Background: an optimization exercise with open tools, aiming at small area, a short achievable clock period and few clock cycles. Do not read the settings as production practice. In this exercise RTL edits were held to simulation tests only and were not proved equivalent to the original. Power is estimated from default activity; no workload was simulated.

## design/flow/design.v

```verilog
`timescale 1ns / 1ps
package pcsp_pkg;
  localparam int COORD_BITS = 58;
  localparam int PADDR_BITS = 4;
  localparam int PDATA_BITS = 32;
  localparam int TERM_BITS  = 29;    
  localparam logic [1:0] REG_X_DECIMALS = 2'd0;
  localparam logic [1:0] REG_Y_DECIMALS = 2'd1;
  localparam logic [1:0] REG_INCH_UNITS = 2'd2;
  localparam logic [7:0] CH_LF  = 8'd10;
  localparam logic [7:0] CH_CR  = 8'd13;
  localparam logic [7:0] CH_PCT = 8'h25;
  localparam logic [7:0] CH_0   = 8'h30;
  localparam logic [7:0] CH_9   = 8'h39;
  localparam logic [7:0] CH_D   = 8'h44;
  localparam logic [7:0] CH_X   = 8'h58;
  localparam logic [7:0] CH_Y   = 8'h59;
  localparam logic [1:0] EV_SEGMENT  = 2'd0;
  localparam logic [1:0] EV_APERTURE = 2'd1;
  localparam logic [1:0] EV_UNKNOWN  = 2'd2;
  localparam logic [2:0] M_LINE_START = 3'd0;
  localparam logic [2:0] M_IN_LINE    = 3'd1;
  localparam logic [2:0] M_XDIG       = 3'd2;
  localparam logic [2:0] M_YDIG       = 3'd3;
  localparam logic [2:0] M_D0         = 3'd4;
  localparam logic [2:0] M_D1         = 3'd5;
  localparam logic [2:0] M_D2         = 3'd6;
  localparam logic [2:0] M_SKIP       = 3'd7;
  localparam logic [3:0] C_LF    = 4'd10;
  localparam logic [3:0] C_X     = 4'd11;
  localparam logic [3:0] C_Y     = 4'd12;
  localparam logic [3:0] C_D     = 4'd13;
  localparam logic [3:0] C_PCT   = 4'd14;
  localparam logic [3:0] C_OTHER = 4'd15;
  typedef struct packed {
    logic [2:0] x_decimals;
    logic [2:0] y_decimals;
    logic       inch_units;
  } pcsp_cfg_t;
endpackage
`timescale 1ns / 1ps
import pcsp_pkg::*;
module pcsp_cfg (
  input  logic                           clk,
  input  logic                           rst,
  input  logic                           psel,
  input  logic                           penable,
  input  logic                           pwrite,
  input  logic [pcsp_pkg::PADDR_BITS-1:0] paddr,
  input  logic [pcsp_pkg::PDATA_BITS-1:0] pwdata,
  output logic [pcsp_pkg::PDATA_BITS-1:0] prdata,
  output logic                           pready,
  output pcsp_pkg::pcsp_cfg_t            cfg
);
  logic       wr_en;
  logic [1:0] reg_idx;
  assign pready  = 1'b1;
  assign wr_en   = psel && penable && pwrite;
  assign reg_idx = paddr[3:2];
  always_ff @(posedge clk) begin
    if (rst) begin
      cfg <= '0;
    end else if (wr_en) begin
      case (reg_idx)
        REG_X_DECIMALS: cfg.x_decimals <= pwdata[2:0];
        REG_Y_DECIMALS: cfg.y_decimals <= pwdata[2:0];
        REG_INCH_UNITS: cfg.inch_units <= pwdata[0];
        default: ;
      endcase
    end
  end
  always_comb begin
    prdata = '0;
    case (reg_idx)
      REG_X_DECIMALS: prdata[2:0] = cfg.x_decimals;
      REG_Y_DECIMALS: prdata[2:0] = cfg.y_decimals;
      REG_INCH_UNITS: prdata[0]   = cfg.inch_units;
      default: ;
    endcase
  end
endmodule
`timescale 1ns / 1ps
import pcsp_pkg::*;
module pcsp_obuf (
  input  logic       clk,
  input  logic       rst,
  input  logic       emit,
  input  logic       seg,
  output logic       blocked,
  output logic       out_valid,
  input  logic       out_stall,
  output logic       seg_n
);
  assign blocked = out_valid && out_stall;
  always_ff @(posedge clk) begin
    if (rst) begin
      out_valid <= 1'b0;
    end else begin
      out_valid <= emit || blocked;
    end
  end
  always_ff @(posedge clk) begin
    if (!blocked) begin
      seg_n <= !seg;
    end
  end
endmodule
`timescale 1ns / 1ps
import pcsp_pkg::*;
module pcsp_scale (
  input  logic [3:0]                          dig,
  input  logic [3:0]                          lo,
  input  logic [2:0]                          decimals,
  input  logic                                inch_units,
  output logic [pcsp_pkg::TERM_BITS-1:0]      term
);
  logic [2:0]  d;
  logic        fine;
  logic [24:0] k;
  assign d    = (decimals > 3'd6) ? 3'd6 : decimals;
  assign fine = inch_units && (d == 3'd6);
  always_comb begin
    case ({inch_units, d})
      4'b0_000: k = 25'd1000000;
      4'b0_001: k = 25'd100000;
      4'b0_010: k = 25'd10000;
      4'b0_011: k = 25'd1000;
      4'b0_100: k = 25'd100;
      4'b0_101: k = 25'd10;
      4'b0_110: k = 25'd1;
      4'b1_000: k = 25'd25400000;
      4'b1_001: k = 25'd2540000;
      4'b1_010: k = 25'd254000;
      4'b1_011: k = 25'd25400;
      4'b1_100: k = 25'd2540;
      4'b1_101: k = 25'd254;
      default:  k = 25'd0;
    endcase
  end
  logic [8:0] fine_term;
  always_comb begin
    case (dig)
      4'd1: fine_term = 9'd25;
      4'd2: fine_term = 9'd51;
      4'd3: fine_term = 9'd76;
      4'd4: fine_term = 9'd102;
      4'd5: fine_term = 9'd127;
      4'd6: fine_term = 9'd152;
      4'd7: fine_term = 9'd178;
      4'd8: fine_term = 9'd203;
      4'd9: fine_term = 9'd229;
      default: fine_term = 9'd0;
    endcase
    case (lo)
      4'd1, 4'd6: fine_term = fine_term + 9'd4;
      4'd2, 4'd7: fine_term = fine_term - 9'd2;
      4'd3, 4'd8: fine_term = fine_term + 9'd2;
      4'd4, 4'd9: fine_term = fine_term - 9'd4;
      default: ;
    endcase
  end
  logic [TERM_BITS-1:0] coarse_term, pp0, pp1, pp2;
  assign pp0 = dig[0] ? TERM_BITS'(k) : '0;
  assign pp1 = dig[1] ? TERM_BITS'(k) << 1 : '0;
  assign pp2 = dig[3] ? TERM_BITS'(k) << 3 : dig[2] ? TERM_BITS'(k) << 2 : '0;
  pcsp_add3 #(.W(TERM_BITS)) u_add (
    .a   (pp0),
    .b   (pp1),
    .c   (pp2),
    .sum (coarse_term)
  );
  assign term = fine ? {{(TERM_BITS-9){fine_term[8]}}, fine_term} : coarse_term;
endmodule
module pcsp_add3 #(
  parameter int W = 58
) (
  input  logic [W-1:0] a,
  input  logic [W-1:0] b,
  input  logic [W-1:0] c,
  output logic [W-1:0] sum
);
  logic [W-1:0] s, cy, p, gg, pp;
  always_comb begin
    s  = a ^ b ^ c;
    cy = ((a & b) | (a & c) | (b & c)) << 1;
    p  = s ^ cy;
    gg = s & cy;
    pp = p;
    for (int d = 1; d < W; d = d * 2) begin
      for (int i = 2 * d - 1; i < W; i = i + 2 * d) begin
        gg[i] = gg[i] | (pp[i] & gg[i - d]);
        pp[i] = pp[i] & pp[i - d];
      end
    end
    for (int d = 32; d >= 1; d = d / 2) begin
      for (int i = 3 * d - 1; i < W; i = i + 2 * d) begin
        gg[i] = gg[i] | (pp[i] & gg[i - d]);
        pp[i] = pp[i] & pp[i - d];
      end
    end
    sum = p ^ {gg[W-2:0], 1'b0};
  end
endmodule
`timescale 1ns / 1ps
import pcsp_pkg::*;
module pcsp_parse (
  input  logic                           clk,
  input  logic                           rst,
  input  logic                           go,
  input  logic [3:0]                     cc,
  input  logic [pcsp_pkg::TERM_BITS-1:0] term,
  input  logic                           axis_y,
  input  pcsp_pkg::pcsp_cfg_t            cfg,
  output logic                           emit,
  output logic                           seg,
  output logic [6:0]                     dval,
  output logic [pcsp_pkg::COORD_BITS-1:0] pos_x_n,
  output logic [pcsp_pkg::COORD_BITS-1:0] pos_y_n,
  output logic [pcsp_pkg::COORD_BITS-1:0] prev_x_n,
  output logic [pcsp_pkg::COORD_BITS-1:0] prev_y_n
);
  logic [2:0] mode;
  logic       has_coord;
  logic [3:0] sig;
  logic       is_digit, is_lf, is_x, is_y, is_d, is_pct;
  logic [3:0] dig;
  assign is_digit = (cc < 4'd10);
  assign is_lf    = (cc == C_LF);
  assign is_x     = (cc == C_X);
  assign is_y     = (cc == C_Y);
  assign is_d     = (cc == C_D);
  assign is_pct   = (cc == C_PCT);
  assign dig      = cc;
  logic in_word, word_y;
  assign in_word = (mode == M_XDIG) || (mode == M_YDIG);
  assign word_y  = axis_y;
  logic [2:0]            sat_d;
  logic [COORD_BITS-1:0] sat_nm;
  assign sat_d = word_y ? cfg.y_decimals : cfg.x_decimals;
  always_comb begin
    case ({cfg.inch_units, (sat_d > 3'd6) ? 3'd6 : sat_d})
      4'b0_000: sat_nm = 58'd9999999999000000;
      4'b0_001: sat_nm = 58'd999999999900000;
      4'b0_010: sat_nm = 58'd99999999990000;
      4'b0_011: sat_nm = 58'd9999999999000;
      4'b0_100: sat_nm = 58'd999999999900;
      4'b0_101: sat_nm = 58'd99999999990;
      4'b0_110: sat_nm = 58'd9999999999;
      4'b1_000: sat_nm = 58'd253999999974600000;
      4'b1_001: sat_nm = 58'd25399999997460000;
      4'b1_010: sat_nm = 58'd2539999999746000;
      4'b1_011: sat_nm = 58'd253999999974600;
      4'b1_100: sat_nm = 58'd25399999997460;
      4'b1_101: sat_nm = 58'd2539999999746;
      default:  sat_nm = 58'd253999999975;
    endcase
  end
  logic [COORD_BITS-1:0] acc, acc_sum, acc_next;
  assign acc = word_y ? ~pos_y_n : ~pos_x_n;
  pcsp_add3 #(.W(COORD_BITS)) u_add (
    .a   (acc << 3),
    .b   (acc << 1),
    .c   ({{(COORD_BITS-TERM_BITS){term[TERM_BITS-1]}}, term}),
    .sum (acc_sum)
  );
  assign acc_next = (sig == 4'd10) ? sat_nm : acc_sum;
  logic       d_end, seg_code;
  logic [6:0] code;
  assign d_end    = go && ((mode == M_D1) || (mode == M_D2) || (mode == M_D0 && is_lf));
  assign code     = (mode == M_D1 && is_digit) ? 7'(dval * 7'd10) + 7'(dig) : dval;
  assign seg_code = (code == 7'd1) || (code == 7'd3);
  assign seg      = seg_code;
  assign emit     = d_end && code != 7'd2 && !(seg_code && !has_coord);
  logic ctl, word_start, first_word, digit_step;
  assign ctl        = go && !mode[2];
  assign word_start = ctl && (is_x || is_y);
  assign first_word = word_start && !has_coord;
  assign digit_step = ctl && in_word && is_digit;
  logic                  load_x, load_y, pos_zero;
  logic [COORD_BITS-1:0] pos_d_n;
  assign pos_zero = rst || word_start;
  assign load_x   = rst || (word_start && is_x) || (digit_step && !word_y);
  assign load_y   = rst || (word_start && is_y) || (digit_step && word_y);
  assign pos_d_n  = pos_zero ? '1 : ~acc_next;
  always_ff @(posedge clk) begin
    if (load_x) begin
      pos_x_n <= pos_d_n;
    end
    if (load_y) begin
      pos_y_n <= pos_d_n;
    end
  end
  always_ff @(posedge clk) begin
    if (first_word) begin
      prev_x_n <= pos_x_n;
      prev_y_n <= pos_y_n;
    end
  end
  always_ff @(posedge clk) begin
    if (rst) begin
      sig <= '0;
    end else if (word_start) begin
      sig <= '0;
    end else if (digit_step && sig != 4'd10 && (sig != 4'd0 || dig != 4'd0)) begin
      sig <= sig + 4'd1;
    end
  end
  always_ff @(posedge clk) begin
    if (rst) begin
      mode      <= M_LINE_START;
      has_coord <= 1'b0;
      dval      <= '0;
    end else if (go) begin
      if (mode == M_D1 && is_digit) begin
        dval <= code;
      end
      if (is_lf) begin
        mode      <= M_LINE_START;
        has_coord <= 1'b0;
      end else begin
        case (mode)
          M_SKIP: ;
          M_D0: begin
            mode <= is_digit ? M_D1 : M_D2;
            dval <= is_digit ? 7'(dig) : 7'd0;
          end
          M_D1, M_D2: mode <= M_IN_LINE;
          default: begin
            if (in_word && is_digit) begin
              mode <= mode;
            end else if (is_pct && mode == M_LINE_START) begin
              mode <= M_SKIP;
            end else if (is_x) begin
              mode      <= M_XDIG;
              has_coord <= 1'b1;
            end else if (is_y) begin
              mode      <= M_YDIG;
              has_coord <= 1'b1;
            end else if (is_d) begin
              mode <= M_D0;
              dval <= '0;
            end else begin
              mode <= M_IN_LINE;
            end
          end
        endcase
      end
    end
  end
endmodule
`timescale 1ns / 1ps
import pcsp_pkg::*;
module plot_command_stream_parser_core (
  input  logic                                  clk,
  input  logic                                  rst,
  input  logic                                  psel,
  input  logic                                  penable,
  input  logic                                  pwrite,
  input  logic [pcsp_pkg::PADDR_BITS-1:0]        paddr,
  input  logic [pcsp_pkg::PDATA_BITS-1:0]        pwdata,
  output logic [pcsp_pkg::PDATA_BITS-1:0]        prdata,
  output logic                                  pready,
  input  logic                                  in_valid,
  output logic                                  in_stall,
  input  logic [7:0]                            ch,
  output logic                                  out_valid,
  input  logic                                  out_stall,
  output logic [1:0]                            event_res,
  output logic [pcsp_pkg::COORD_BITS-1:0]        x_from,
  output logic [pcsp_pkg::COORD_BITS-1:0]        y_from,
  output logic [pcsp_pkg::COORD_BITS-1:0]        x_to,
  output logic [pcsp_pkg::COORD_BITS-1:0]        y_to,
  output logic [6:0]                            code_number
);
  pcsp_pkg::pcsp_cfg_t cfg;
  logic       blocked, go, emit, seg, seg_n;
  logic [6:0] dval;
  logic [pcsp_pkg::COORD_BITS-1:0] pos_x_n, pos_y_n, prev_x_n, prev_y_n;
  pcsp_cfg u_cfg (
    .clk     (clk),
    .rst     (rst),
    .psel    (psel),
    .penable (penable),
    .pwrite  (pwrite),
    .paddr   (paddr),
    .pwdata  (pwdata),
    .prdata  (prdata),
    .pready  (pready),
    .cfg     (cfg)
  );
  assign in_stall = blocked;
  logic       a_valid;
  logic [7:0] a_ch;
  always_ff @(posedge clk) begin
    if (rst) begin
      a_valid <= 1'b0;
    end else if (!blocked) begin
      a_valid <= in_valid;
    end
  end
  always_ff @(posedge clk) begin
    if (!blocked) begin
      a_ch <= ch;
    end
  end
  logic       b_valid, b_axis;
  logic [3:0] b_cc, a_cc;
  logic       a_digit;
  logic [pcsp_pkg::TERM_BITS-1:0] b_term, a_term;
  logic       last_y;
  logic [3:0] last_dig;
  logic       a_cr;
  assign a_cr  = (a_ch == CH_CR);
  assign a_digit = (a_ch >= CH_0) && (a_ch <= CH_9);
  assign a_cc    = a_digit          ? a_ch[3:0] :
                   (a_ch == CH_LF)  ? C_LF  :
                   (a_ch == CH_X)   ? C_X   :
                   (a_ch == CH_Y)   ? C_Y   :
                   (a_ch == CH_D)   ? C_D   :
                   (a_ch == CH_PCT) ? C_PCT : C_OTHER;
  pcsp_scale u_scale (
    .dig        (a_ch[3:0]),
    .lo         (last_dig),
    .decimals   (last_y ? cfg.y_decimals : cfg.x_decimals),
    .inch_units (cfg.inch_units),
    .term       (a_term)
  );
  always_ff @(posedge clk) begin
    if (rst) begin
      b_valid  <= 1'b0;
      last_y   <= 1'b0;
      last_dig <= '0;
    end else if (!blocked) begin
      b_valid <= a_valid && !a_cr;
      if (a_valid && (a_cc == C_X || a_cc == C_Y)) begin
        last_y   <= (a_cc == C_Y);
        last_dig <= '0;
      end else if (a_valid && a_digit) begin
        last_dig <= a_ch[3:0];
      end
    end
  end
  always_ff @(posedge clk) begin
    if (!blocked) begin
      b_cc   <= a_cc;
      b_term <= a_term;
      b_axis <= last_y;
    end
  end
  assign go = b_valid && !blocked;
  pcsp_parse u_parse (
    .clk      (clk),
    .rst      (rst),
    .go       (go),
    .cc       (b_cc),
    .term     (b_term),
    .axis_y   (b_axis),
    .cfg      (cfg),
    .emit     (emit),
    .seg      (seg),
    .dval     (dval),
    .pos_x_n  (pos_x_n),
    .pos_y_n  (pos_y_n),
    .prev_x_n (prev_x_n),
    .prev_y_n (prev_y_n)
  );
  pcsp_obuf u_obuf (
    .clk       (clk),
    .rst       (rst),
    .emit      (emit),
    .seg       (seg),
    .blocked   (blocked),
    .out_valid (out_valid),
    .out_stall (out_stall),
    .seg_n     (seg_n)
  );
  assign code_number = dval;
  assign event_res   = !seg_n ? EV_SEGMENT : (dval >= 7'd10) ? EV_APERTURE : EV_UNKNOWN;
  assign x_from = ~(prev_x_n | {pcsp_pkg::COORD_BITS{seg_n}});
  assign y_from = ~(prev_y_n | {pcsp_pkg::COORD_BITS{seg_n}});
  assign x_to   = ~(pos_x_n  | {pcsp_pkg::COORD_BITS{seg_n}});
  assign y_to   = ~(pos_y_n  | {pcsp_pkg::COORD_BITS{seg_n}});
endmodule
```

## design/flow/flow/run.sh

```bash
#!/bin/bash
# The standard layout (standard.sh: the standard synthesis, floorplan, placement,
# CTS, routing) with two settings it does not expose: the port buffers are the
# smallest plain buffer, and timing repair aims at a setup slack of
# SETUP_SLACK_MARGIN ns at the design's clock period. make's output goes to
# flow_make.log; each ORFS step keeps its own log under orfs/logs.
set -euo pipefail
export SETUP_SLACK_MARGIN=6.0
export BUFFER_PORTS_ARGS="-buffer_cell sky130_fd_sc_hd__buf_1"
bash standard.sh > flow_make.log 2>&1
```

## design/flow/standard.sh

```bash
#!/bin/bash
# synth_recipe.tcl (not shown) runs the flow's synth.tcl, then flattens the netlist and writes it again
# the make line also repeats each setting of config.mk as NAME=value (left out here)
make -C /OpenROAD-flow-scripts/flow DESIGN_CONFIG=/design/flow/config.mk WORK_HOME=/design/flow/orfs CLKGATE_MAP_FILE= SYNTH_SCRIPT=/design/flow/synth_recipe.tcl "${@:-finish}"
```

## design/flow/config.mk

```make
export PLATFORM = sky130hd
export DESIGN_NAME = plot_command_stream_parser_core
export DESIGN_NICKNAME = plot_command_stream_parser_core
export VERILOG_FILES = /design/flow/design.v
export SDC_FILE = /design/flow/constraint.sdc
export NUM_CORES = 4
export LEC_CHECK = 0
export ABC_AREA = 1
export CAP_MARGIN = 20
export CORE_MARGIN = 2
export CORE_UTILIZATION = 55
export CTS_BUF_LIST = sky130_fd_sc_hd__clkbuf_8
export SLEW_MARGIN = 20
```

## design/flow/constraint.sdc

```tcl
create_clock -name core_clock -period 11.0 [get_ports {clk}]
set_input_delay 2.2000 -clock core_clock [delete_from_list [all_inputs] [get_ports {clk}]]
set_output_delay 2.2000 -clock core_clock [all_outputs]
set_load 0.01 [all_outputs]
```

==> results of run 1 <==
[sequential cells by signal (all words and copies together) (netlist names), 3 cells and up, named ones only]
register / flops
u_parse.pos_x_n: 58
u_parse.pos_y_n: 58
u_parse.prev_x_n: 58
u_parse.prev_y_n: 58
b_term: 29
a_ch: 8
u_cfg.cfg: 7
u_parse.dval: 7
b_cc: 4
last_dig: 4
u_parse.sig: 4
u_parse.mode: 3
[what timing repair did]
item	4_1_cts	5_1_grt
pin swaps	5	4
setup buffers	1	4
setup endpoints to repair	57	40
gates cloned	2	0
resized for setup	35	25
[synth_stat cells (10+ instances only)]
library cell	count
o21ai_0	91
o21ai_1	10
dfxtp_1	38
clkbuf_1	46
o21ai_2	14
a21oi_1	90
o211ai_1	24
nand3_1	58
nand2_1	269
nand2_2	16
o2111ai_1	10
inv_2	15
buf_4	34
fa_1	117
xor2_1	30
mux2i_1	56
ha_1	132
edfxtp_1	275
inv_1	184
xnor2_1	12
buf_2	16
nand4_1	16
a21oi_2	10
nor2_1	378
o22ai_1	23
nor3_1	13
a21o_1	12
[critical path, stage by stage]
cell and delay [ns]:
buf_8 0.11, nor2_4 0.12, inv_4 0.07, o22ai_4 0.20, buf_6 0.14
[cell families (layout without fill, tap and decap cells)]
| logic type | Yosys count | count (layout) | synth area share |
|---|---|---|---|
| and+or+nand+nor | 788 | 790 | 0.158 |
| AOI/OAI and AO/OA | 341 | 341 | 0.103 |
| DFF | 313 | 313 | 0.435 |
| buffers and inverters | 306 | 580 | 0.0658 |
| adders and majority gates | 249 | 249 | 0.193 |
| muxes | 56 | 56 | 0.0271 |
| xor gates and xnor gates | 42 | 42 | 0.0178 |
| other | 2 | 31 | 0.000362 |
[metal layers]
layer / track usage / part of all wire / wire (um) / up-vias
li1: - / - / - / 7615
met1: 0.362 / 0.45 / 23200 / 7534
met2: 0.440 / 0.48 / 25000 / 435
met3: 0.0334 / 0.046 / 2370 / 74
met4: 0.0933 / 0.026 / 1360 / 0
met5: 0 / 0 / 0 / -
[power by group]
group,internal [W],switching (W),total (W)
sequential,0.00167,0.000173,0.00185
clock,0.000506,0.000469,0.000975
combinational,0.000775,0.00118,0.00196
total,0.00296,0.00182,0.00478
[metrics by stage]
stage,cell area [sq um],utilization
floorplan,20900,-
global placement,22000,0.588
detailed placement,22000,0.588
CTS,23100,0.618
global route,23300,0.622
finish,23300,0.622
[path summary, 6_finish.rpt]
path,end,start,slack (ns)
worst min-delay path,u_parse.prev_y_n[57]$_DFFE_PP_,u_parse.pos_y_n[57]$_DFFE_PP_,0.46
worst max-delay path,prdata[1],paddr[3],5.96
worst max register to register,b_term[21]$_DFFE_PN_,a_ch[2]$_DFFE_PN_,6.22
worst min register to register,u_parse.prev_y_n[57]$_DFFE_PP_,u_parse.pos_y_n[57]$_DFFE_PP_,0.46
[cell type report]
type / count / area [sq um]
multi-input cells: 1508 / 10600
well taps: 511 / 639
repair buffers: 281 / 1190
diodes: 1 / 2.50
clock buffers: 54 / 743
fillers: 3211 / 14100
clock inverters: 44 / 246
inverters: 201 / 772
flip-flops and latches: 313 / 9020
==> impl_metrics.tcl, run 1 <==
set metrics [dict create \
    dpl.cell_count 2807 \
    ios 327 \
    power_w 0.00478 \
    cts.clk_slew.worst_paths_ns 0.06 \
    final_nets 2658 \
    synthArstFlopShare 0 \
    pre_cts_ws_ns 5.68 \
    arrival_ns 2.84 \
    die_w_um 198 \
    drc 0 \
    grt_use_total 0.265 \
    io_buffer_count 265 \
    p_per_area_mw_per_mm2 205 \
    fin_crit_sh 0.458 \
    layout_common_cells "nor2_1, edfxtp_1, nand2_1" \
    hold_path_class "reg2reg" \
    clkLatencyLatePin_ns 0.64 \
    drv_cap 0 \
    setup_viol 0 \
    rsz0062_at_grt "true" \
    max_slew_margin 0.188 \
    fin_ws_ns 5.96 \
    die_area_sq_mm 0.0392 \
    whs_ns 0.456 \
    antenna_left 0 \
    r2r_cells 15 \
    cts_tree "done" \
    ys_types 60 \
    initial_core_util 0.554 \
    layout.cells.non_filler 2913 \
    cts_buffers 53 \
    dp_hpwl_mm 38.6 \
    clk_root_buffer_cell "clkbuf_8" \
    ys_seq_elements 313 \
    min_path_cells 0 \
    clk_path_buf_depth 3 \
    gp_congestion 0.941 \
    die_h_um 198 \
    syn_inst 2097 \
    layout_commonest_cell "nor2_1" \
    fmax_mhz 198 \
    slew_viol_final 0 \
    syn-mean-instance-area_sq_um 9.88 \
    required_ns 8.80 \
    avgViaCountPerCell 5.38 \
    synthTopCellsByArea "edfxtp_1, fa_1, ha_1" \
    grt_max_degree 234 \
    seq_area_frac_synth 0.435 \
    dominantRegCellSynth "edfxtp_1" \
    num_vias 15658 \
    yosysTopAreaCell "edfxtp_1" \
    fin_worst_skew_ns 0.0356 \
    routedWlPerCell_um 17.8 \
    outcome "finished clean" \
    drive_above_1_share 0.0858 \
    crit_type "in2out" \
    worstPathMaxFanout 4 \
    antenna_found_initial 1 \
    drt_iter0_drc 962 \
    hold_buffers 0 \
    yosysTopAreaCellShare 0.399 \
    start_kind "primary input" \
    drt-total-wl_mm 51.9 \
    std_cell_rows 71 \
    htreeDepth 2 \
    cts_sinks 313 \
    synth-edff-count 275 \
    setup-tns-final_ns 0 \
    irDropWorstVdd_v 0.000133 \
    fp.coreArea_sq_mm 0.0374 \
    grt_pass1_wl_mm 80.6 \
    worstMarginPinSlew_ns 1.22 \
    overflow 0 \
    first_pass_iters 5 \
    yosysWarnings 7 \
    area.growth.synth_to_final_pct 12.3 \
    grt_pass1_vias 14878 \
    end_kind "output pin" \
    period_needed_ns 5.04 \
    finalHoldViolations 0 \
    leakage_nw 9.32 \
    synth_area_sq_mm 0.0207 \
]
Testbench counts, summed over its fixed seeds: cycles 24,064.
==> run 2, diff against run 1 <==
--- a/design/flow/flow/run.sh
+++ b/design/flow/flow/run.sh
@@ -5,6 +5,6 @@
 # SETUP_SLACK_MARGIN ns at the design's clock period. make's output goes to
 # flow_make.log; each ORFS step keeps its own log under orfs/logs.
 set -euo pipefail
-export SETUP_SLACK_MARGIN=6.0
+export SETUP_SLACK_MARGIN=6.6
 export BUFFER_PORTS_ARGS="-buffer_cell sky130_fd_sc_hd__buf_1"
 bash standard.sh > flow_make.log 2>&1
--- a/design/flow/config.mk
+++ b/design/flow/config.mk
@@ -8,6 +8,6 @@
 export ABC_AREA = 1
 export CAP_MARGIN = 20
 export CORE_MARGIN = 2
-export CORE_UTILIZATION = 55
-export CTS_BUF_LIST = sky130_fd_sc_hd__clkbuf_8
+export CORE_UTILIZATION = 40
+export CTS_BUF_LIST = sky130_fd_sc_hd__clkbuf_4
 export SLEW_MARGIN = 20
==> run 2 against run 1 <==
- largest power group unchanged
- first-iteration DRC count up 1.7%
- design area up 7.4%
- die area up 37%
- critical path type unchanged
- via count up 4.4%
- highest routed layer unchanged
==> impl_metrics.tcl, run 2 <==
set metrics [dict create \
    outcome "finished clean" \
    drv_cap 0 \
    yosysTopAreaCell "edfxtp_1" \
    layout_common_cells "nor2_1, edfxtp_1, nand2_1" \
    yosysTopAreaCellShare 0.399 \
    fp.coreArea_sq_mm 0.0513 \
    min_path_cells 2 \
    cts_sinks 313 \
    antenna_found_initial 2 \
    syn_inst 2097 \
    die_w_um 232 \
    drc 0 \
    fin_crit_sh 0.456 \
    rsz0062_at_grt "true" \
    drive_above_1_share 0.175 \
    pre_cts_ws_ns 5.54 \
    gp_congestion 0.927 \
    use_met2 0.357 \
    synth-edff-count 275 \
    yosysWarnings 7 \
    syn-mean-instance-area_sq_um 9.88 \
    dpl-instance-area_sq_mm 0.0223 \
    reg2reg_from "last_y$_SDFFE_PP0P_" \
    die_area_sq_mm 0.0536 \
    yosys-top-cells-count "nor2_1, edfxtp_1, nand2_1, inv_1, ha_1" \
    grt_use_met1 0.265 \
    max_slew_margin 0.338 \
    initial_core_util 0.404 \
    p_per_area_mw_per_mm2 203 \
    hold_buffers 0 \
    overflow 0 \
    synthTopCellsByArea "edfxtp_1, fa_1, ha_1" \
    start_kind "primary input" \
    antenna_left 0 \
    routedWlPerCell_um 17.9 \
    grt_pass1_wl_mm 87.5 \
    end_kind "output pin" \
    dpl.cell_count 2980 \
    r2r_cells 21 \
    final_nets 2736 \
    synth.most_common_cell "nor2_1" \
    seq_area_frac_synth 0.435 \
    ios 327 \
    cts_tree "done" \
    std_cell_rows 83 \
    ys_types 60 \
    cts.clk_slew.worst_paths_ns 0.06 \
    layout.cells.non_filler 3182 \
    setup_viol 0 \
    synth_area_sq_mm 0.0207 \
    setup-tns-final_ns 0 \
    slew_viol_final 0 \
    die_h_um 232 \
    drt-total-wl_mm 57.1 \
    fin_area_sq_mm 0.0250 \
    fmax_mhz 199 \
    grt_pass1_vias 16179 \
    io_buffer_count 265 \
    dominantRegCellSynth "edfxtp_1" \
    layout_commonest_cell "nor2_1" \
    htreeDepth 3 \
    fin_ws_ns 5.98 \
    crit_start "paddr[3]" \
    period_needed_ns 5.02 \
    clk_root_buffer_cell "clkbuf_4" \
    cts_buffers 86 \
    synthArstFlopShare 0 \
    clk_path_buf_depth 3 \
    grt_busiest_layer "met2" \
    fin_worst_skew_ns 0.0652 \
    finalHoldViolations 0 \
    worstPathMaxFanout 4 \
    drt_iter0_drc 978 \
    num_vias 16350 \
    avgViaCountPerCell 5.14 \
    irDropWorstVdd_v 0.000102 \
    finalCoreUtilization 0.487 \
    grt_use_total 0.208 \
    hold_path_class "reg2reg" \
    worstMarginPinSlew_ns 0.990 \
    grt_max_degree 82 \
    area.growth.synth_to_final_pct 20.6 \
    leakage_nw 9.87 \
    dp_hpwl_mm 41.0 \
    ys_seq_elements 313 \
    clkLatencyLatePin_ns 0.84 \
    nFillCells 4772 \
    required_ns 8.80 \
    use_met3 0.0365 \
    crit_type "in2out" \
    hp-start "b_valid$_SDFFE_PP0N_" \
    arrival_ns 2.82 \
    first_pass_iters 9 \
]
[run 2: layout make-up]
class	instances	area, sq um	area share
Clock inverter	29	225	0.00901
Antenna cell	4	10.0	0.000400
Multi-Input combinational cell	1508	11400	0.458
Sequential cell	313	9020	0.361
Clock buffer	121	908	0.0363
Timing Repair inverter	1	7.51	0.000300
Tap cell	680	851	0.0340
Timing Repair Buffer	325	1730	0.0690
Inverter	201	796	0.0318
[run 2: worst paths after layout]
path,to,slack [ns]
min,b_valid$_SDFFE_PP0N_,0.46
max,prdata[1],5.98
max reg2reg,b_term[27]$_DFFE_PN_,6.74
min reg2reg,b_valid$_SDFFE_PP0N_,0.46
[run 2: per-stage QoR]
| step | hold WS (ns) | total power, W |
|---|---|---|
| floorplan | 0.427 | 0.00327 |
| global placement | 0.453 | 0.00377 |
| detailed placement | 0.456 | 0.00385 |
| CTS | 0.458 | 0.00499 |
| global route | 0.498 | 0.00546 |
| finish | 0.463 | 0.00507 |
[run 2: metal layers]
layer / part of all wire / vias up
li1: - / 7828
met1: 0.43 / 7933
met2: 0.50 / 496
met3: 0.051 / 93
met4: 0.025 / 0
met5: 0 / -
[run 2: critical path, stage by stage]
cell and delay, ns:
buf_8 0.11, nor2_4 0.11, inv_4 0.06, o22ai_4 0.19
buf_6 0.14
[run 2: kinds of logic (layout without fill, tap and decap cells)]
group | count (synthesis) | in the layout | synth area share
AO/OA/AOI/OAI | 341 | 341 | 0.103
XOR/XNOR | 42 | 42 | 0.0178
adder cells (fa/ha/maj) | 249 | 249 | 0.193
buffers and inverters | 306 | 677 | 0.0658
flip-flops | 313 | 313 | 0.435
multiplexers | 56 | 56 | 0.0271
other | 2 | 34 | 0.000362
AND/OR/NAND/NOR | 788 | 790 | 0.158
[run 2: report_power, final]
part / internal [W] / total, W / switching [W]
combinational: 0.000868 / 0.00208 / 0.00121
clock: 0.000600 / 0.00109 / 0.000495
sequential: 0.00168 / 0.00190 / 0.000223
total: 0.00314 / 0.00507 / 0.00193
[run 2: repair_timing]
item | in CTS | in global routing
cloned | 6 | 3
pin swaps | 12 | 35
setup buffers | 16 | 23
endpoints found under the setup margin | 396 | 111
gates resized for setup | 85 | 152
==> run 3, diff against run 2 <==
--- a/design/flow/design.v
+++ b/design/flow/design.v
@@ -117,6 +117,7 @@
   logic [2:0]  d;
   logic        fine;
   logic [24:0] k;
+  logic [26:0] k3;
   assign d    = (decimals > 3'd6) ? 3'd6 : decimals;
   assign fine = inch_units && (d == 3'd6);
   always_comb begin
@@ -134,7 +135,25 @@
       4'b1_011: k = 25'd25400;
       4'b1_100: k = 25'd2540;
       4'b1_101: k = 25'd254;
-      default:  k = 25'd0;
+      default:  k = '0;
+    endcase
+  end
+  always_comb begin
+    case ({inch_units, d})
+      4'b0_000: k3 = 27'd3000000;
+      4'b0_001: k3 = 27'd300000;
+      4'b0_010: k3 = 27'd30000;
+      4'b0_011: k3 = 27'd3000;
+      4'b0_100: k3 = 27'd300;
+      4'b0_101: k3 = 27'd30;
+      4'b0_110: k3 = 27'd3;
+      4'b1_000: k3 = 27'd76200000;
+      4'b1_001: k3 = 27'd7620000;
+      4'b1_010: k3 = 27'd762000;
+      4'b1_011: k3 = 27'd76200;
+      4'b1_100: k3 = 27'd7620;
+      4'b1_101: k3 = 27'd762;
+      default:  k3 = '0;
     endcase
   end
   logic [8:0] fine_term;
@@ -159,14 +178,14 @@
       default: ;
     endcase
   end
-  logic [TERM_BITS-1:0] coarse_term, pp0, pp1, pp2;
-  assign pp0 = dig[0] ? TERM_BITS'(k) : '0;
-  assign pp1 = dig[1] ? TERM_BITS'(k) << 1 : '0;
-  assign pp2 = dig[3] ? TERM_BITS'(k) << 3 : dig[2] ? TERM_BITS'(k) << 2 : '0;
-  pcsp_add3 #(.W(TERM_BITS)) u_add (
-    .a   (pp0),
-    .b   (pp1),
-    .c   (pp2),
+  logic [TERM_BITS-1:0] coarse_term, pa, pb;
+  assign pa = (dig[1:0] == 2'd3) ? TERM_BITS'(k3) :
+              (dig[1:0] == 2'd2) ? TERM_BITS'(k) << 1 :
+              (dig[1:0] == 2'd1) ? TERM_BITS'(k) : '0;
+  assign pb = dig[3] ? TERM_BITS'(k) << 3 : dig[2] ? TERM_BITS'(k) << 2 : '0;
+  pcsp_add2 #(.W(TERM_BITS)) u_add (
+    .a   (pa),
+    .b   (pb),
     .sum (coarse_term)
   );
   assign term = fine ? {{(TERM_BITS-9){fine_term[8]}}, fine_term} : coarse_term;
@@ -188,6 +207,33 @@
     pp = p;
     for (int d = 1; d < W; d = d * 2) begin
       for (int i = 2 * d - 1; i < W; i = i + 2 * d) begin
+        gg[i] = gg[i] | (pp[i] & gg[i - d]);
+        pp[i] = pp[i] & pp[i - d];
+      end
+    end
+    for (int d = 32; d >= 1; d = d / 2) begin
+      for (int i = 3 * d - 1; i < W; i = i + 2 * d) begin
+        gg[i] = gg[i] | (pp[i] & gg[i - d]);
+        pp[i] = pp[i] & pp[i - d];
+      end
+    end
+    sum = p ^ {gg[W-2:0], 1'b0};
+  end
+endmodule
+module pcsp_add2 #(
+  parameter int W = 29
+) (
+  input  logic [W-1:0] a,
+  input  logic [W-1:0] b,
+  output logic [W-1:0] sum
+);
+  logic [W-1:0] p, gg, pp;
+  always_comb begin
+    p  = a ^ b;
+    gg = a & b;
+    pp = p;
+    for (int d = 1; d < W; d = d * 2) begin
+      for (int i = 2 * d - 1; i < W; i = i + 2 * d) begin
         gg[i] = gg[i] | (pp[i] & gg[i - d]);
         pp[i] = pp[i] & pp[i - d];
       end
--- a/design/flow/flow/run.sh
+++ b/design/flow/flow/run.sh
@@ -5,6 +5,6 @@
 # SETUP_SLACK_MARGIN ns at the design's clock period. make's output goes to
 # flow_make.log; each ORFS step keeps its own log under orfs/logs.
 set -euo pipefail
-export SETUP_SLACK_MARGIN=6.6
+export SETUP_SLACK_MARGIN=6.0
 export BUFFER_PORTS_ARGS="-buffer_cell sky130_fd_sc_hd__buf_1"
 bash standard.sh > flow_make.log 2>&1
--- a/design/flow/config.mk
+++ b/design/flow/config.mk
@@ -8,6 +8,6 @@
 export ABC_AREA = 1
 export CAP_MARGIN = 20
 export CORE_MARGIN = 2
-export CORE_UTILIZATION = 40
-export CTS_BUF_LIST = sky130_fd_sc_hd__clkbuf_4
+export CORE_UTILIZATION = 70
+export CTS_BUF_LIST = sky130_fd_sc_hd__clkbuf_8
 export SLEW_MARGIN = 20
==> run 3 against run 2 <==
- still clean
- count of clock-buffer cells in the layout down 66
- via count increased by 3.0%
- clock power fell by 9%
- sequential power shrank 5%
- largest power group unchanged
==> impl_metrics.tcl, run 3 <==
set metrics [dict create \
    routedWlPerCell_um 18.6 \
    syn-mean-instance-area_sq_um 9.43 \
    fmax_mhz 198 \
    io_buffer_count 265 \
    rsz0062_at_grt "true" \
    die_area_sq_mm 0.0308 \
    avgViaCountPerCell 5.87 \
    gp_congestion 0.955 \
    clk_path_buf_depth 3 \
    drv_cap 0 \
    outcome "finished clean" \
    antennaDiodeCount 0 \
    dp_hpwl_mm 38.1 \
    antenna_found_initial 0 \
    first_pass_iters 6 \
    seq_area_frac_synth 0.439 \
    grt_max_degree 234 \
    slew_viol_final 0 \
    cts_sinks 313 \
    initial_core_util 0.714 \
    layout_commonest_cell "nor2_1" \
    fin_worst_skew_ns 0.0250 \
    std_cell_rows 62 \
    cts_tree "done" \
    worstMarginPinSlew_ns 1.03 \
    area.growth.synth_to_final_pct 11.9 \
    max_slew_margin 0.314 \
    period_needed_ns 5.05 \
    ys_seq_elements 313 \
    worstPathMaxFanout 4 \
    setup-tns-final_ns 0 \
    p_per_area_mw_per_mm2 205 \
    clk_root_buffer_cell "clkbuf_8" \
    synthTopCellsByArea "edfxtp_1, fa_1, ha_1" \
    drt_iter0_drc 1845 \
    yosysTopAreaCellShare 0.402 \
    leakage_nw 9.26 \
    end_kind "output pin" \
    use_met3 0.0517 \
    layout_common_cells "nor2_1, nand2_1, edfxtp_1" \
    crit_type "in2out" \
    finalHoldViolations 0 \
    setup_viol 0 \
    use_met2 0.595 \
    htreeDepth 2 \
    pre_cts_ws_ns 5.54 \
    synth-edff-count 275 \
    drt-total-wl_mm 53.3 \
    drc 0 \
    syn_inst 2180 \
    irDropWorstVdd_v 0.000147 \
    ios 327 \
    clkLatencyLatePin_ns 0.58 \
    cts.clk_slew.worst_paths_ns 0.06 \
    final_nets 2723 \
    yosys-top-cells-count "nor2_1, nand2_1, edfxtp_1, inv_1, ha_1" \
    synthArstFlopShare 0 \
    grt_pass1_vias 16050 \
    hold_buffers 0 \
    required_ns 8.80 \
    grt_use_met1 0.419 \
    antenna_left 0 \
    yosysTopAreaCell "edfxtp_1" \
    die_h_um 175 \
    ys_types 58 \
    arrival_ns 2.85 \
    synth_area_sq_mm 0.0206 \
    fin_crit_sh 0.459 \
    grt_busiest_layer "met2" \
    synth.most_common_cell "nor2_1" \
    cts_buffers 50 \
    drive_above_1_share 0.0744 \
    num_vias 16846 \
    grt_use_total 0.338 \
    hold_path_class "reg2reg" \
    fin_ws_ns 5.95 \
    yosysWarnings 7 \
    overflow 0 \
    grt_pass1_wl_mm 82.5 \
    die_w_um 175 \
    dominantRegCellSynth "edfxtp_1" \
    fp.coreArea_sq_mm 0.0288 \
    start_kind "primary input" \
]
-- run 3: cell count changes after synthesis, sizes merged, moves of 5 or more --
cell | before | now
nand2 | 287 | 344
inv | 201 | 241
nor2 | 390 | 355
o21ai | 115 | 138
fa | 117 | 99
nand3 | 62 | 78
xor2 | 30 | 19
a21oi | 100 | 109
a31oi | 8 | 13
o221ai | 9 | 14
-- run 3: worst max-delay path, cell delays in order --
cell and delay, ns:
buf_8 0.11, nor2_4 0.11, inv_2 0.07, o221ai_2 0.19, buf_2 0.16
-- run 3: metrics by stage --
stage	hold WS, ns	std cells	total power, W	instance area (sq um)	util
after detailed placement	0.434	2766	0.00363	21800	0.756
after global placement	0.434	2766	0.00349	21800	0.756
after CTS	0.448	2862	0.00466	22800	0.794
final	0.450	2870	0.00471	23000	0.799
after floorplan	0.427	2208	0.00310	20700	-
after global routing	0.458	2870	0.00498	23000	0.799
-- run 3: path summary, 6_finish.rpt --
| check | from | end | slack (ns) | cells past startpoint |
|---|---|---|---|---|
| hold reg to reg | u_parse.pos_y_n[57]$_DFFE_PP_ | u_parse.prev_y_n[57]$_DFFE_PP_ | 0.45 | 0 |
| setup reg to reg | b_axis$_DFFE_PN_ | u_parse.pos_y_n[57]$_DFFE_PP_ | 6.22 | 24 |
| setup / recovery | paddr[3] | prdata[0] | 5.95 | 5 |
| hold / removal | u_parse.pos_y_n[57]$_DFFE_PP_ | u_parse.prev_y_n[57]$_DFFE_PP_ | 0.45 | 0 |
-- run 3: layout make-up --
class	count	area, sq um
clock buffer	55	757
clock inverter	38	240
fill	1862	5780
inverter	244	931
multi-input combinational	1547	10300
sequential	313	9020
tap	384	480
timing repair buffer	289	1260
-- run 3: what timing repair did --
action                                  CTS  global route
pin swaps                                 2             6
cloned                                    2             1
endpoints found under the setup margin   17            81
setup buffers                             1             7
gates resized for setup                  25            22
-- run 3: where the power goes --
| group | switching [W] | internal, W | leakage, nW | total (W) |
|---|---|---|---|---|
| clock network | 0.000460 | 0.000531 | 0.567 | 0.000991 |
| logic | 0.00118 | 0.000721 | 5.89 | 0.00190 |
| registers | 0.000164 | 0.00165 | 2.81 | 0.00181 |
-- run 3: cells by family (layout without fill, tap and decap cells) --
group / count (synthesis) / in the layout / share of synthesized area
xor gates and xnor gates: 32 / 32 / 0.0136
DFF: 313 / 313 / 0.439
AOI/OAI and AO/OA: 372 / 372 / 0.108
adders and majority gates: 227 / 227 / 0.174
muxes: 54 / 54 / 0.0263
other: 2 / 30 / 0.000365
and+or+nand+nor: 830 / 832 / 0.166
buffers and inverters: 350 / 626 / 0.0723
-- run 3: layer usage --
metal	vias to the layer above	wire, um
met5	-	0
met4	0	1960
met3	163	3900
met2	834	27400
met1	7970	20100
li1	7879	-
Testbench counts of run 3, summed over its fixed seeds: cycles 24,064.
==> run 4, diff against run 3 <==
--- a/design/flow/config.mk
+++ b/design/flow/config.mk
@@ -8,6 +8,6 @@
 export ABC_AREA = 1
 export CAP_MARGIN = 20
 export CORE_MARGIN = 2
-export CORE_UTILIZATION = 70
+export CORE_UTILIZATION = 55
 export CTS_BUF_LIST = sky130_fd_sc_hd__clkbuf_8
 export SLEW_MARGIN = 20
==> run 4 against run 3 <==
- still clean on timing, DRC and antenna
- synthesized cell count unchanged
- count of clock-buffer cells in the layout up 1
- clock skew is 0.0052 ns higher
- sequential cell count is the same
- first-iteration DRC count is 37% lower
- fmax up 1.0%
- area after synthesis is the same
- utilization down 17 points
- sequential share of layout area is 0.40 points lower
- design area rose by 1.0%
- worst hold slack improved by 0.0013 ns
- critical path type unchanged
- critical endpoint unchanged
- largest power group is now sequential cells
- highest routed layer unchanged
==> impl_metrics.tcl, run 4 <==
set metrics [dict create \
    combPwrFrac 0.394 \
    layout_common_cells "nor2_1, nand2_1, edfxtp_1" \
    required_ns 8.80 \
    yosysTopAreaCellShare 0.402 \
    r2r_slack_ns 6.27 \
    internal_power_w 0.00285 \
    drt_iter0_drc 1159 \
    end_kind "output pin" \
    power_frac_seq 0.394 \
    arrival_ns 2.80 \
    syn_inst 2180 \
    cts_sinks 313 \
    synthArstFlopShare 0 \
    synth-edff-count 275 \
    synth.most_common_cell "nor2_1" \
    power_w 0.00458 \
    start_kind "primary input" \
    drive_above_1_share 0.0786 \
    nFillCells 3198 \
    hold_buffers 0 \
    clk_root_buffer_cell "clkbuf_8" \
    grt_use_total 0.271 \
    seq_area_frac_synth 0.439 \
    finalHoldViolations 0 \
    yosysTopAreaCell "edfxtp_1" \
    outcome "finished clean" \
    rsz0062_at_grt "true" \
    multi_input_area_sq_mm 0.0103 \
    gp_congestion 0.946 \
    max_slew_margin 0.305 \
    swShare 0.378 \
    ys_seq_elements 313 \
    worstMarginPinSlew_ns 1.04 \
    num_vias 16154 \
    ios 327 \
    period_needed_ns 5.00 \
    register_area_sq_mm 0.00902 \
    clk_path_buf_depth 3 \
    fmax_mhz 200 \
    drt-total-wl_mm 53.2 \
    crit_type "in2out" \
    antenna_found_initial 0 \
    irDropWorstVdd_v 0.0000997 \
    layout_commonest_cell "nor2_1" \
    ys_types 58 \
    setup_viol 0 \
    initial_core_util 0.560 \
    clkLatencyLatePin_ns 0.64 \
    grt_pass1_vias 15417 \
    r2r_cells 22 \
    std_cell_rows 70 \
    synthTopCellsByArea "edfxtp_1, fa_1, ha_1" \
    worstPathMaxFanout 4 \
    hold_path_class "reg2reg" \
    cts_buffers 52 \
    crit_start "paddr[3]" \
    p_per_area_mw_per_mm2 197 \
    cts.clk_slew.worst_paths_ns 0.05 \
    routedWlPerCell_um 17.9 \
    grt_max_degree 234 \
    timing.rr.end "u_parse.pos_x_n[46]$_DFFE_PP_" \
    setup-tns-final_ns 0 \
    p_sw_w 0.00173 \
    final_nets 2740 \
    die_w_um 197 \
    drv_cap 0 \
    reg2reg_from "b_axis$_DFFE_PN_" \
    area.growth.synth_to_final_pct 13.0 \
    drc 0 \
    fp.coreArea_sq_mm 0.0367 \
    overflow 0 \
    fin_crit_sh 0.454 \
    yosysWarnings 7 \
    first_pass_iters 5 \
    antenna_left 0 \
    yosys-top-cells-count "nor2_1, nand2_1, edfxtp_1, inv_1, ha_1" \
    leakage_nw 9.30 \
    cts_tree "done" \
    die_area_sq_mm 0.0389 \
    dp_hpwl_mm 39.0 \
    antennaDiodeCount 0 \
    avgViaCountPerCell 5.43 \
    syn-mean-instance-area_sq_um 9.43 \
    io_buffer_count 265 \
    p_clk_frac 0.211 \
    synth_area_sq_mm 0.0206 \
    dominantRegCellSynth "edfxtp_1" \
    die_h_um 197 \
    slew_viol_final 0 \
    htreeDepth 2 \
    crit_end "prdata[0]" \
    grt_pass1_wl_mm 82.0 \
    fin_worst_skew_ns 0.0302 \
]
## run 4: cell counts after synthesis
Identical to the previous run, type by type.
## run 4: cell families (layout without fill, tap and decap cells)
kind of cell	Yosys count	after routing	synth area share
adders and majority gates	227	227	0.174
xor gates and xnor gates	32	32	0.0136
DFF	313	313	0.439
muxes	54	54	0.0263
and+or+nand+nor	830	832	0.166
other	2	30	0.000365
buffers and inverters	350	646	0.0723
AOI/OAI and AO/OA	372	372	0.108
## run 4: area by class of cell
cell class	count	share of cell area
Clock buffer	56	0.0332
Clock inverter	42	0.00894
Inverter	244	0.0403
Multi-Input combinational cell	1547	0.444
Sequential cell	313	0.388
Tap cell	468	0.0252
Timing Repair Buffer	304	0.0601
## run 4: worst min-delay path by stage
stage | from | endpoint | slack [ns] | cells past startpoint
final | u_parse.pos_y_n[57]$_DFFE_PP_ | u_parse.prev_y_n[57]$_DFFE_PP_ | 0.45 | 0
after global routing | u_parse.pos_y_n[57]$_DFFE_PP_ | u_parse.prev_y_n[57]$_DFFE_PP_ | 0.47 | 0
after CTS | u_parse.pos_y_n[57]$_DFFE_PP_ | u_parse.prev_y_n[57]$_DFFE_PP_ | 0.45 | 0
after detailed placement | u_parse.pos_y_n[57]$_DFFE_PP_ | u_parse.prev_y_n[57]$_DFFE_PP_ | 0.44 | 0
after global placement | u_parse.pos_y_n[57]$_DFFE_PP_ | u_parse.prev_y_n[57]$_DFFE_PP_ | 0.44 | 0
after floorplan | u_parse.pos_x_n[57]$_DFFE_PP_ | u_parse.prev_x_n[57]$_DFFE_PP_ | 0.43 | 0
## run 4: worst max-delay path: stages
cell and delay (ns):
buf_8 0.11, nor2_4 0.10, inv_2 0.06, o221ai_2 0.17
buf_2 0.16
## run 4: power groups by stage
stage	combinational [W]	clock, W	sequential [W]
after detailed placement	0.00178	0	0.00183
final	0.00181	0.000967	0.00181
after CTS	0.00180	0.000995	0.00181
after global placement	0.00172	0	0.00182
after floorplan	0.00134	0	0.00176
after global routing	0.00207	0.00105	0.00183
## run 4: per-layer routing
layer  share of wire  wire (um)  track usage
met1            0.43      22800        0.354
met2            0.49      26200        0.460
met3           0.049       2630       0.0427
met4           0.031       1640       0.0958
met5               0          0            0
## run 4: metrics by stage
step	cells	util	hold slack [ns]	worst slack (ns)	cell area, sq um
after global routing	2974	0.633	0.467	5.95	23200
after floorplan	2208	-	0.427	5.97	20700
after detailed placement	2851	0.596	0.441	5.30	21900
after global placement	2851	0.596	0.437	5.37	21900
after CTS	2956	0.627	0.454	5.98	23000
final	2974	0.633	0.452	6.00	23200
## run 4: what timing repair did
| item | in CTS | in global routing |
|---|---|---|
| pin swaps | 5 | 6 |
| gates cloned | 2 | 1 |
| gates resized for setup | 35 | 14 |
| setup endpoints to repair | 91 | 33 |
| setup buffers | 5 | 17 |
==> run 5, diff against run 4 <==
--- a/design/flow/config.mk
+++ b/design/flow/config.mk
@@ -10,4 +10,6 @@
 export CORE_MARGIN = 2
 export CORE_UTILIZATION = 55
 export CTS_BUF_LIST = sky130_fd_sc_hd__clkbuf_8
+export CTS_CLUSTER_DIAMETER = 45
+export CTS_CLUSTER_SIZE = 20
 export SLEW_MARGIN = 20
==> run 5 against run 4 <==
- critical path depth unchanged
- first-iteration DRC count fell by 4.8%
- worst hold slack improved by 0.0035 ns
- critical endpoint is now prdata[1]
- design area shrank 0.43%
- sequential share of layout area is 0.17 points higher
- register-to-register slack is essentially flat
- sequential power hardly changed
==> impl_metrics.tcl, run 5 <==
set metrics [dict create \
    fin_crit_sh 0.455 \
    yosysTopAreaCell "edfxtp_1" \
    required_ns 8.80 \
    fmax_mhz 200 \
    synth-edff-count 275 \
    register_area_sq_mm 0.00902 \
    arrival_ns 2.80 \
    drt_iter0_drc 1103 \
    synthArstFlopShare 0 \
    dominantRegCellSynth "edfxtp_1" \
    synthTopCellsByArea "edfxtp_1, fa_1, ha_1" \
    cts_sinks 313 \
    cts.clk_slew.worst_paths_ns 0.08 \
    clkLatencyLatePin_ns 0.62 \
    layout_commonest_cell "nor2_1" \
    nFillCells 3197 \
    fp.coreArea_sq_mm 0.0367 \
    grt_max_degree 234 \
    dpl.cell_count 2851 \
    antenna_left 0 \
    hold_path_class "reg2reg" \
    overflow 0 \
    cts_tree "done" \
    ys_types 58 \
    antenna_found_initial 0 \
    power_w 0.00454 \
    reg2reg_from "b_axis$_DFFE_PN_" \
    initial_core_util 0.560 \
    grt_pass1_wl_mm 81.4 \
    hold_end "u_parse.prev_y_n[57]$_DFFE_PP_" \
    grt_use_total 0.269 \
    hp-start "u_parse.pos_y_n[57]$_DFFE_PP_" \
    leakage_nw 9.22 \
    start_kind "primary input" \
    worstPathMaxFanout 4 \
    r2r_slack_ns 6.28 \
    slew_viol_final 0 \
    irDropWorstVdd_v 0.000104 \
    dp_hpwl_mm 39.0 \
    ys_seq_elements 313 \
    synth_area_sq_mm 0.0206 \
    clk_root_buffer_cell "clkbuf_8" \
    die_w_um 197 \
    max_slew_margin 0.303 \
    synth.most_common_cell "nor2_1" \
    end_kind "output pin" \
    multi_input_area_sq_mm 0.0103 \
    clk_path_buf_depth 3 \
    setup-tns-final_ns 0 \
    min_path_cells 0 \
    routedWlPerCell_um 18.0 \
    fin_worst_skew_ns 0.0306 \
    rsz0062_at_grt "true" \
    grt_pass1_vias 15269 \
    drc 0 \
    setup_viol 0 \
    finalHoldViolations 0 \
    std_cell_rows 70 \
    finalCoreUtilization 0.631 \
    syn_inst 2180 \
    die_area_sq_mm 0.0389 \
    drt-total-wl_mm 53.0 \
    yosysWarnings 7 \
    timing.rr.end "u_parse.pos_x_n[57]$_DFFE_PP_" \
    die_h_um 197 \
    crit_type "in2out" \
    num_vias 16143 \
    hold_buffers 0 \
    outcome "finished clean" \
    drv_cap 0 \
    r2r_cells 24 \
    final_nets 2727 \
    ios 327 \
    gp_congestion 0.946 \
    worstMarginPinSlew_ns 1.05 \
    avgViaCountPerCell 5.48 \
    antennaDiodeCount 0 \
    yosysTopAreaCellShare 0.402 \
    period_needed_ns 5.00 \
    drive_above_1_share 0.0783 \
    layout.cells.non_filler 2946 \
    htreeDepth 2 \
    syn-mean-instance-area_sq_um 9.43 \
    seq_area_frac_synth 0.439 \
    area.growth.synth_to_final_pct 12.6 \
    cts_buffers 38 \
    p_per_area_mw_per_mm2 196 \
    yosys-top-cells-count "nor2_1, nand2_1, edfxtp_1, inv_1, ha_1" \
    first_pass_iters 8 \
    layout_common_cells "nor2_1, nand2_1, edfxtp_1" \
    io_buffer_count 265 \
]
run 5: cell counts after synthesis:
No cell type changed its count.
run 5: worst max path at each step:
| stage | from | endpoint | slack, ns | cells past startpoint |
|---|---|---|---|---|
| global route | paddr[3] | prdata[0] | 5.94 | 5 |
| floorplan | out_stall | u_parse.prev_x_n[0]$_DFFE_PP_ | 5.97 | 7 |
| finish | paddr[3] | prdata[1] | 6.00 | 5 |
| detailed placement | b_axis$_DFFE_PN_ | u_parse.pos_x_n[57]$_DFFE_PP_ | 5.30 | 23 |
| global placement | b_axis$_DFFE_PN_ | u_parse.pos_x_n[57]$_DFFE_PP_ | 5.37 | 23 |
| CTS | paddr[3] | prdata[2] | 5.99 | 5 |
run 5: kinds of logic (layout without fill, tap and decap cells):
| family | after synthesis | count (layout) | synth area share |
|---|---|---|---|
| buf+inv | 350 | 618 | 0.0723 |
| compound gates | 372 | 372 | 0.108 |
| flops | 313 | 313 | 0.439 |
| other cells | 2 | 30 | 0.000365 |
| mux | 54 | 54 | 0.0263 |
| fa+ha+maj | 227 | 227 | 0.174 |
| xor+xnor | 32 | 32 | 0.0136 |
| simple gates | 830 | 832 | 0.166 |
run 5: report_power, final:
part	total (W)	internal, W	switching (W)
clock	0.000930	0.000422	0.000508
combinational	0.00180	0.000704	0.00110
sequential	0.00180	0.00164	0.000159
run 5: layout make-up:
class	instances	share of cell area
multi-input combinational	1547	0.446
sequential	313	0.390
timing repair buffer	305	0.0608
inverter	244	0.0404
tap	468	0.0253
clock buffer	39	0.0232
clock inverter	30	0.0144
run 5: per-layer routing:
metal / share of wire / vias to the layer above / track usage
met5: 0 / - / 0
met4: 0.034 / 0 / 0.105
met3: 0.048 / 101 / 0.0365
met2: 0.49 / 475 / 0.459
met1: 0.43 / 7681 / 0.349
li1: - / 7886 / -
run 5: metrics by stage:
stage | setup WS [ns] | hold WS (ns) | instance area, sq um
2_1_floorplan | 5.97 | 0.427 | 20700
3_3_place_gp | 5.37 | 0.437 | 21900
3_5_place_dp | 5.30 | 0.441 | 21900
4_1_cts | 5.99 | 0.456 | 22900
5_1_grt | 5.94 | 0.477 | 23100
6_report | 6.00 | 0.455 | 23100
run 5: worst max-delay path: stages:
cell,delay [ns]
buf_8,0.11
nor2_4,0.09
inv_2,0.07
o22ai_2,0.17
buf_2,0.16
run 5: repair_timing:
action / CTS / global route
setup buffers: 5 / 18
endpoints found under the setup margin: 91 / 39
gates cloned: 2 / 1
gates resized for setup: 30 / 20
pin swaps: 4 / 7
==> run 6, diff against run 5 <==
--- a/design/flow/config.mk
+++ b/design/flow/config.mk
@@ -10,6 +10,6 @@
 export CORE_MARGIN = 2
 export CORE_UTILIZATION = 55
 export CTS_BUF_LIST = sky130_fd_sc_hd__clkbuf_8
-export CTS_CLUSTER_DIAMETER = 45
+export CTS_CLUSTER_DIAMETER = 60
 export CTS_CLUSTER_SIZE = 20
 export SLEW_MARGIN = 20
==> run 6 against run 5 <==
- design area decreased by 0.80%
- area after synthesis is the same
- fmax is 0.13% higher
- via count is 0.99% lower
- non-clock buffer count grew 3
- combinational power barely moved
- wire length is essentially flat
- critical path type unchanged
==> impl_metrics.tcl, run 6 <==
set metrics [dict create \
    outcome "finished clean" \
    drc 0 \
    r2r_cells 23 \
    finalHoldViolations 0 \
    htreeDepth 1 \
    grt_max_degree 234 \
    timing.rr.end "u_parse.pos_x_n[57]$_DFFE_PP_" \
    die_w_um 197 \
    cts_tree "done" \
    initial_core_util 0.560 \
    crit_end "prdata[0]" \
    std_cell_rows 70 \
    dp_hpwl_mm 39.0 \
    wl_met1_mm 22.7 \
    drt_iter0_drc 1105 \
    cts_buffers 27 \
    period_needed_ns 4.99 \
    dominantRegCellSynth "edfxtp_1" \
    end_kind "output pin" \
    grt_pass1_vias 15191 \
    dpl.cell_count 2851 \
    num_vias 15983 \
    p_clk_frac 0.180 \
    power_frac_seq 0.410 \
    hold_path_class "reg2reg" \
    fin_worst_skew_ns 0.0565 \
    synth.most_common_cell "nor2_1" \
    setup-tns-final_ns 0 \
    worstPathMaxFanout 4 \
    yosysTopAreaCellShare 0.402 \
    drt-total-wl_mm 53.0 \
    area.growth.synth_to_final_pct 11.7 \
    worstMarginPinSlew_ns 1.04 \
    yosys-top-cells-count "nor2_1, nand2_1, edfxtp_1, inv_1, ha_1" \
    cts.clk_slew.worst_paths_ns 0.12 \
    final_nets 2719 \
    layout.cells.non_filler 2926 \
    synthArstFlopShare 0 \
    synth-edff-count 275 \
    crit_type "in2out" \
    die_h_um 197 \
    min_path_cells 0 \
    drive_above_1_share 0.0716 \
    grt_use_total 0.267 \
    ys_seq_elements 313 \
    p_sw_w 0.00172 \
    drv_cap 0 \
    syn_inst 2180 \
    yosysWarnings 7 \
    top_layer "met4" \
    layout_common_cells "nor2_1, nand2_1, edfxtp_1" \
    grt_pass1_wl_mm 81.3 \
    gp_congestion 0.946 \
    antenna_found_initial 0 \
    antenna_left 0 \
    synthTopCellsByArea "edfxtp_1, fa_1, ha_1" \
    nFillCells 3204 \
    seq_area_frac_synth 0.439 \
    antennaDiodeCount 0 \
    synth_area_sq_mm 0.0206 \
    required_ns 8.80 \
    setup_viol 0 \
    irDropWorstVdd_v 0.000112 \
    start_kind "primary input" \
    avgViaCountPerCell 5.46 \
    swShare 0.391 \
    overflow 0 \
    p_per_area_mw_per_mm2 192 \
    clkLatencyLatePin_ns 0.65 \
    clk_root_buffer_cell "clkbuf_8" \
    ys_types 58 \
    fmax_mhz 200 \
    wl_met3_mm 2.43 \
    yosysTopAreaCell "edfxtp_1" \
    wl_met2_mm 26.1 \
    combPwrFrac 0.411 \
    syn-mean-instance-area_sq_um 9.43 \
    clk_path_buf_depth 3 \
    max_slew_margin 0.309 \
    arrival_ns 2.79 \
    internal_power_w 0.00268 \
    cts_sinks 313 \
    ios 327 \
    fp.coreArea_sq_mm 0.0367 \
    layout_commonest_cell "nor2_1" \
    crit_start "paddr[3]" \
    io_buffer_count 265 \
    routedWlPerCell_um 18.1 \
    reg2reg_from "b_axis$_DFFE_PN_" \
    fin_crit_sh 0.454 \
    slew_viol_final 0 \
    first_pass_iters 5 \
    leakage_nw 9.13 \
    die_area_sq_mm 0.0389 \
    r2r_slack_ns 6.26 \
    rsz0062_at_grt "true" \
]
-- run 6: layer usage --
layer | global-route usage | vias up
li1 | - | 7849
met1 | 0.352 | 7605
met2 | 0.457 | 448
met3 | 0.0345 | 81
met4 | 0.0883 | 0
met5 | 0 | -
-- run 6: final cells by class --
class / instances / area, sq um / area share
clock buffer: 27 / 372 / 0.0162
clock inverter: 19 / 294 / 0.0128
inverter: 244 / 936 / 0.0408
multi-input combinational: 1547 / 10300 / 0.450
sequential: 313 / 9020 / 0.393
tap: 468 / 586 / 0.0255
timing repair buffer: 308 / 1430 / 0.0621
-- run 6: how the worst min path moves through the flow --
stage	slack, ns	from	endpoint
3_3_place_gp	0.44	u_parse.pos_y_n[57]$_DFFE_PP_	u_parse.prev_y_n[57]$_DFFE_PP_
5_1_grt	0.49	u_parse.pos_y_n[57]$_DFFE_PP_	u_parse.prev_y_n[57]$_DFFE_PP_
3_5_place_dp	0.44	u_parse.pos_y_n[57]$_DFFE_PP_	u_parse.prev_y_n[57]$_DFFE_PP_
2_1_floorplan	0.43	u_parse.pos_x_n[57]$_DFFE_PP_	u_parse.prev_x_n[57]$_DFFE_PP_
4_1_cts	0.47	u_parse.pos_y_n[57]$_DFFE_PP_	u_parse.prev_y_n[57]$_DFFE_PP_
6_report	0.47	u_parse.pos_y_n[57]$_DFFE_PP_	u_parse.prev_y_n[57]$_DFFE_PP_
-- run 6: power groups by stage --
stage | logic [W] | clock network (W) | registers (W)
after global placement | 0.00172 | 0 | 0.00182
after global routing | 0.00207 | 0.000848 | 0.00183
final | 0.00181 | 0.000792 | 0.00180
after CTS | 0.00180 | 0.000810 | 0.00180
after floorplan | 0.00134 | 0 | 0.00176
after detailed placement | 0.00178 | 0 | 0.00183
-- run 6: stage by stage --
step | worst slack [ns] | utilization | power (W) | area, sq um | hold slack, ns
after global routing | 5.95 | 0.626 | 0.00475 | 23000 | 0.494
after global placement | 5.37 | 0.596 | 0.00353 | 21900 | 0.437
after detailed placement | 5.30 | 0.596 | 0.00361 | 21900 | 0.441
after CTS | 5.98 | 0.619 | 0.00441 | 22700 | 0.473
final | 6.01 | 0.626 | 0.00440 | 23000 | 0.466
after floorplan | 5.97 | - | 0.00310 | 20700 | 0.427
-- run 6: worst max-delay path: stages --
cell and delay, ns:
buf_8 0.11, nor2_4 0.10, inv_2 0.06, o221ai_2 0.17, buf_2 0.16
-- run 6: cell families (layout without fill, tap and decap cells) --
logic type                 after synthesis  count (layout)  share of synthesized area
AOI/OAI and AO/OA                      372             372                      0.108
xor gates and xnor gates                32              32                     0.0136
adders and majority gates              227             227                      0.174
buffers and inverters                  350             598                     0.0723
DFF                                    313             313                      0.439
muxes                                   54              54                     0.0263
other                                    2              30                   0.000365
and+or+nand+nor                        830             832                      0.166
-- run 6: timing repair --
| action | 4_1_cts | 5_1_grt |
|---|---|---|
| buffers inserted | 5 | 21 |
| hold buffers | 0 | 0 |
| gates resized for setup | 36 | 12 |
| pin swaps | 5 | 6 |
| gates cloned | 2 | 1 |
| setup endpoints to repair | 89 | 33 |

[what the ideal ports hide]
The results above use ideal ports. As a check the final layouts listed here were re-extracted and re-timed, cells and wires unchanged.
Step 1, drivers: a clkbuf_16 drives clk and a buf_2 each remaining input, both assumed.
Step 2 also shifts input and output timing later by t, the mid clock arrival at the registers, as if the neighbouring blocks saw the same clock.
a / b / c = ideal ports / drivers / drivers and shift; a / b = the first two.
| run | t, ns | setup slack, ns | hold slack, ns | pins driven straight from the clock port |
|---|---|---|---|---|
| run 1 | 0.673 | 5.962 / 5.918 / 5.918 | 0.456 / 0.456 / 0.456 | 1 |
| run 2 | 0.853 | 5.984 / 5.921 / 5.921 | 0.463 / 0.463 / 0.463 | 1 |
| run 3 | 0.617 | 5.953 / 5.908 / 5.782 | 0.450 / 0.450 / 0.450 | 1 |
| run 4 | 0.667 | 6.003 / 5.914 / 5.783 | 0.452 / 0.452 / 0.452 | 1 |
| run 5 | 0.651 | 5.999 / 5.922 / 5.807 | 0.455 / 0.455 / 0.455 | 1 |
| run 6 | 0.670 | 6.006 / 5.923 / 5.825 | 0.466 / 0.466 / 0.466 | 1 |
After both steps setup and hold are still met in every run listed. The setup slack of run 4, which loses most, moves by -0.089 ns with the drivers and by -0.220 ns with both steps.
